Context: an optimization exercise on an open-source flow, tuned for small area, a short achievable clock period and few clock cycles per item. The choices shown serve that exercise and are no tape-out recipe. Function was checked by simulation only, so behaviour that the tests miss may differ from the original. Power figures rest on the tool's default switching activity, not on a simulated workload.

## pepper
Design sparse_batch_accum, start of the top module:
module sparse_batch_accum #(
  parameter int DATA_W = sparse_batch_accum_pkg::DATA_W,
  parameter int RES_W  = sparse_batch_accum_pkg::RES_W,
  parameter int IDX_W  = sparse_batch_accum_pkg::IDX_W,
  parameter int BATCH  = sparse_batch_accum_pkg::BATCH
) (
  input  logic              clk,
  input  logic              rst,
  input  logic              in_valid,
  output logic              in_ready,
  input  logic [DATA_W-1:0] in_data,
  input  logic [DATA_W-1:0] in_weight,
  input  logic [IDX_W-1:0]  in_idx,
  input  logic              in_last,
  output logic              out_valid,
  input  logic              out_ready,
  output logic [RES_W-1:0]  out_data,
  output logic [IDX_W-1:0]  out_idx,
  output logic              out_last,
  output logic [sparse_batch_accum_pkg::bw(BATCH+1)-1:0] sample_cnt
  , output logic            sat_flag
);
Size: about 1,900 cells after synthesis, roughly 700 flip-flops, about 71 I/O pins, roughly 0.030 sq mm of cells after synthesis.
export LEC_CHECK = 0
export CAP_MARGIN = 20
export CORE_MARGIN = 2
export CORE_UTILIZATION = 55
export CTS_CLUSTER_DIAMETER = 80
export CTS_CLUSTER_SIZE = 25
export SETUP_SLACK_MARGIN = 5
export SLEW_MARGIN = 20
create_clock -name core_clock -period 8.0 [get_ports {clk}]
standard.sh (not shown) runs the stock make flow with config.mk's settings and CLKGATE_MAP_FILE= SYNTH_SCRIPT=/design/flow/synth_recipe.tcl, a recipe that flattens the netlist after the stock synthesis.
==> flow/flow/run.sh <==
#!/bin/bash
set -euo pipefail
bash standard.sh SETUP_SLACK_MARGIN=5.4 finish > flow_standard.log 2>&1
Testbench counts of pepper, summed over its fixed seeds: cycles 5,290, items 4,650.
### pepper -> yarrow
==> flow/flow/run.sh <==
#!/bin/bash
set -euo pipefail
bash standard.sh SETUP_SLACK_MARGIN=5.3 finish > flow_standard.log 2>&1
Notes after the runs:
- Going from pepper to yarrow, the worst setup slack was found to have gone down by 17 ps.
- Number of diodes: pepper and yarrow compared, higher one is yarrow
- Taking pepper as the reference point, the total number of vias of yarrow falls by 137.
- pepper → yarrow: post-CTS setup buffer count shrank by 20%, final weighted congestion of routability-driven global placement shrank by 0.015, placed standard-cell area held steady.
- yarrow vs pepper: power after layout down
- A origin of the worst setup path of s2_sat_n$_DFF_P_ is what yarrow shows, while m_idx[0]$_DFFE_PN_ belongs to pepper.
- For the critical path depth, yarrow came in 2 lower than pepper did.
- Looking only at worst hold slack, and setting everything else aside, the lower value of pepper and yarrow goes to yarrow.

Another version of the RTL of sparse_batch_accum (not shown whole).
For scale: ~2,000 cells after synthesis, ~71 I/O pins.
export LEC_CHECK = 0
export CAP_MARGIN = 20
export CORE_MARGIN = 2
export CORE_UTILIZATION = 55
export CTS_CLUSTER_DIAMETER = 80
export CTS_CLUSTER_SIZE = 25
export SETUP_SLACK_MARGIN = 5
export SLEW_MARGIN = 20
create_clock -name core_clock -period 8.0 [get_ports {clk}]
==> flow/flow/run.sh <==
#!/bin/bash
set -euo pipefail
bash standard.sh SETUP_SLACK_MARGIN=5.8 finish > flow_standard.log 2>&1
Testbench counts at the start, summed over its fixed seeds: cycles 5,226, items 4,650.
Change:
==> flow/run.sh (new file) <==
#!/bin/bash
# synth_recipe.tcl (not shown) runs the flow's synth.tcl, then flattens the netlist and writes it again
# the make line also repeats each setting of config.mk as NAME=value (left out here)
make -C /OpenROAD-flow-scripts/flow DESIGN_CONFIG=/design/flow/config.mk WORK_HOME=/design/flow/orfs CLKGATE_MAP_FILE= SYNTH_SCRIPT=/design/flow/synth_recipe.tcl finish
- ABC_AREA: default -> 1
removed: flow/flow/run.sh
removed: flow/standard.sh
Setup slack gets better by 100 ps.
Global-route usage drops by 0.75 points.
Non-clock buffer count drops by 111.
Cell count climbs by 37%.
Hold slack gets worse by 7.7 ps.
Count of clock-buffer cells in the layout climbs by 7.
Total power drops by about 11%.

sparse_batch_accum, a different RTL version from the one above (not shown whole).
Size in the first run: ~71 I/O pins, about 30000 um2 of cells after synthesis.
Settings: LEC_CHECK=0, CAP_MARGIN=20, CORE_MARGIN=2, CORE_UTILIZATION=50, CTS_CLUSTER_DIAMETER=80, CTS_CLUSTER_SIZE=25, SETUP_SLACK_MARGIN=5, SLEW_MARGIN=20; clock period 8.0 ns.
==> flow/flow/run.sh <==
#!/bin/bash
set -euo pipefail
bash standard.sh SETUP_SLACK_MARGIN=5.3 finish > flow_standard.log 2>&1
The baseline ran to the end with no violations.
Testbench counts at the start, summed over its fixed seeds: cycles 5,290, items 4,650.
Change:
==> flow/flow/run.sh (replaced) <==
#!/bin/bash
set -euo pipefail
bash standard.sh SETUP_SLACK_MARGIN=5.35 finish > flow_standard.log 2>&1
--- a/flow/config.mk
+++ b/flow/config.mk
@@ -8,5 +8,5 @@
 export CAP_MARGIN = 20
 export CORE_MARGIN = 2
-export CORE_UTILIZATION = 50
+export CORE_UTILIZATION = 55
 export CTS_CLUSTER_DIAMETER = 80
 export CTS_CLUSTER_SIZE = 25
What happened: The changed run completed with no timing, DRC or antenna violations. Setup slack loses 0.016 ns. Critical path depth does not change. Maximum frequency falls slightly. Non-clock buffer count rises by 6. Via count hardly moves. Power falls slightly. Area after synthesis stays the same. First-iteration DRC count falls by a little under a tenth. Die area falls by a little under a tenth. Worst hold slack loses 0.0059 ns.
Change:
==> flow/flow/run.sh (replaced) <==
#!/bin/bash
set -euo pipefail
bash standard.sh SETUP_SLACK_MARGIN=5.3 finish > flow_standard.log 2>&1
--- a/flow/config.mk
+++ b/flow/config.mk
@@ -9,6 +9,6 @@
 export CORE_MARGIN = 2
 export CORE_UTILIZATION = 55
-export CTS_CLUSTER_DIAMETER = 80
-export CTS_CLUSTER_SIZE = 25
+export CTS_CLUSTER_DIAMETER = 70
+export CTS_CLUSTER_SIZE = 20
 export SETUP_SLACK_MARGIN = 5
 export SLEW_MARGIN = 20
The changed run passed the timing, DRC and antenna checks.
Via count decreases by 0.48%.
Cell area stays flat.
Sequential power stays flat.
Clock-buffer cell count rises by 15.
Register-to-register slack gains 0.05 ns.
Power climbs by 1.3%.
Change:
==> flow/flow/run.sh (replaced) <==
#!/bin/bash
set -euo pipefail
bash standard.sh SETUP_SLACK_MARGIN=5.4 finish > flow_standard.log 2>&1
--- a/flow/config.mk
+++ b/flow/config.mk
@@ -9,6 +9,6 @@
 export CORE_MARGIN = 2
 export CORE_UTILIZATION = 55
-export CTS_CLUSTER_DIAMETER = 70
-export CTS_CLUSTER_SIZE = 20
+export CTS_CLUSTER_DIAMETER = 80
+export CTS_CLUSTER_SIZE = 25
 export SETUP_SLACK_MARGIN = 5
 export SLEW_MARGIN = 20
Result: The new run ran to the end with no violations; total power barely changes; area after synthesis does not change; count of clock-buffer cells in the layout is lower by 11; worst setup slack loses 0.015 ns; sequential share of layout area hardly moves; wire length is higher by 2.8%.

## separate check: timing with driven ports
Ports are ideal in the flow. The routed layouts listed here were re-timed in OpenROAD.
Step 1: set_driving_cell puts a clkbuf_16 on clk and a buf_2 on each other input, an assumption about the parent block.
Step 2 adds t to the input delays and takes it off the output delays; t is the mean of the earliest and latest rising clock arrival at the registers after step 1. Input paths then give back, and output paths get back, about the clock's delay inside the block.
a / b / c = ideal / step 1 / step 2; a / b = the first two.
run	t, ns	setup slack, ns	worst hold slack (ns)	worst setup path after step 2	cell pins on the clock port's net
pepper	0.641	5.277 / 5.265 / 4.837	0.359 / 0.359 / 0.359	input to register	1
yarrow	0.641	5.260 / 5.260 / 4.734	0.353 / 0.353 / 0.353	input to register	1
the first run of note 2	0.677	4.932 / 4.908 / 4.932	0.354 / 0.354 / 0.354	register to register	1
the second run of note 2	0.648	5.037 / 4.976 / 4.465	0.346 / 0.346 / 0.346	input to register	1
the first run of note 3	0.650	5.265 / 5.205 / 4.832	0.385 / 0.385 / 0.385	input to register	1
the second run of note 3	0.655	5.249 / 5.183 / 4.833	0.379 / 0.379 / 0.379	input to register	1
the third run of note 3	0.650	5.267 / 5.205 / 4.737	0.356 / 0.356 / 0.356	input to register	1
the fourth run of note 3	0.645	5.251 / 5.191 / 4.895	0.363 / 0.363 / 0.363	input to register	1
After both steps setup and hold are still met in every run listed. For the second run of note 2, which loses most, drivers alone change the setup slack by -0.061 ns; drivers and shift together by -0.572 ns.
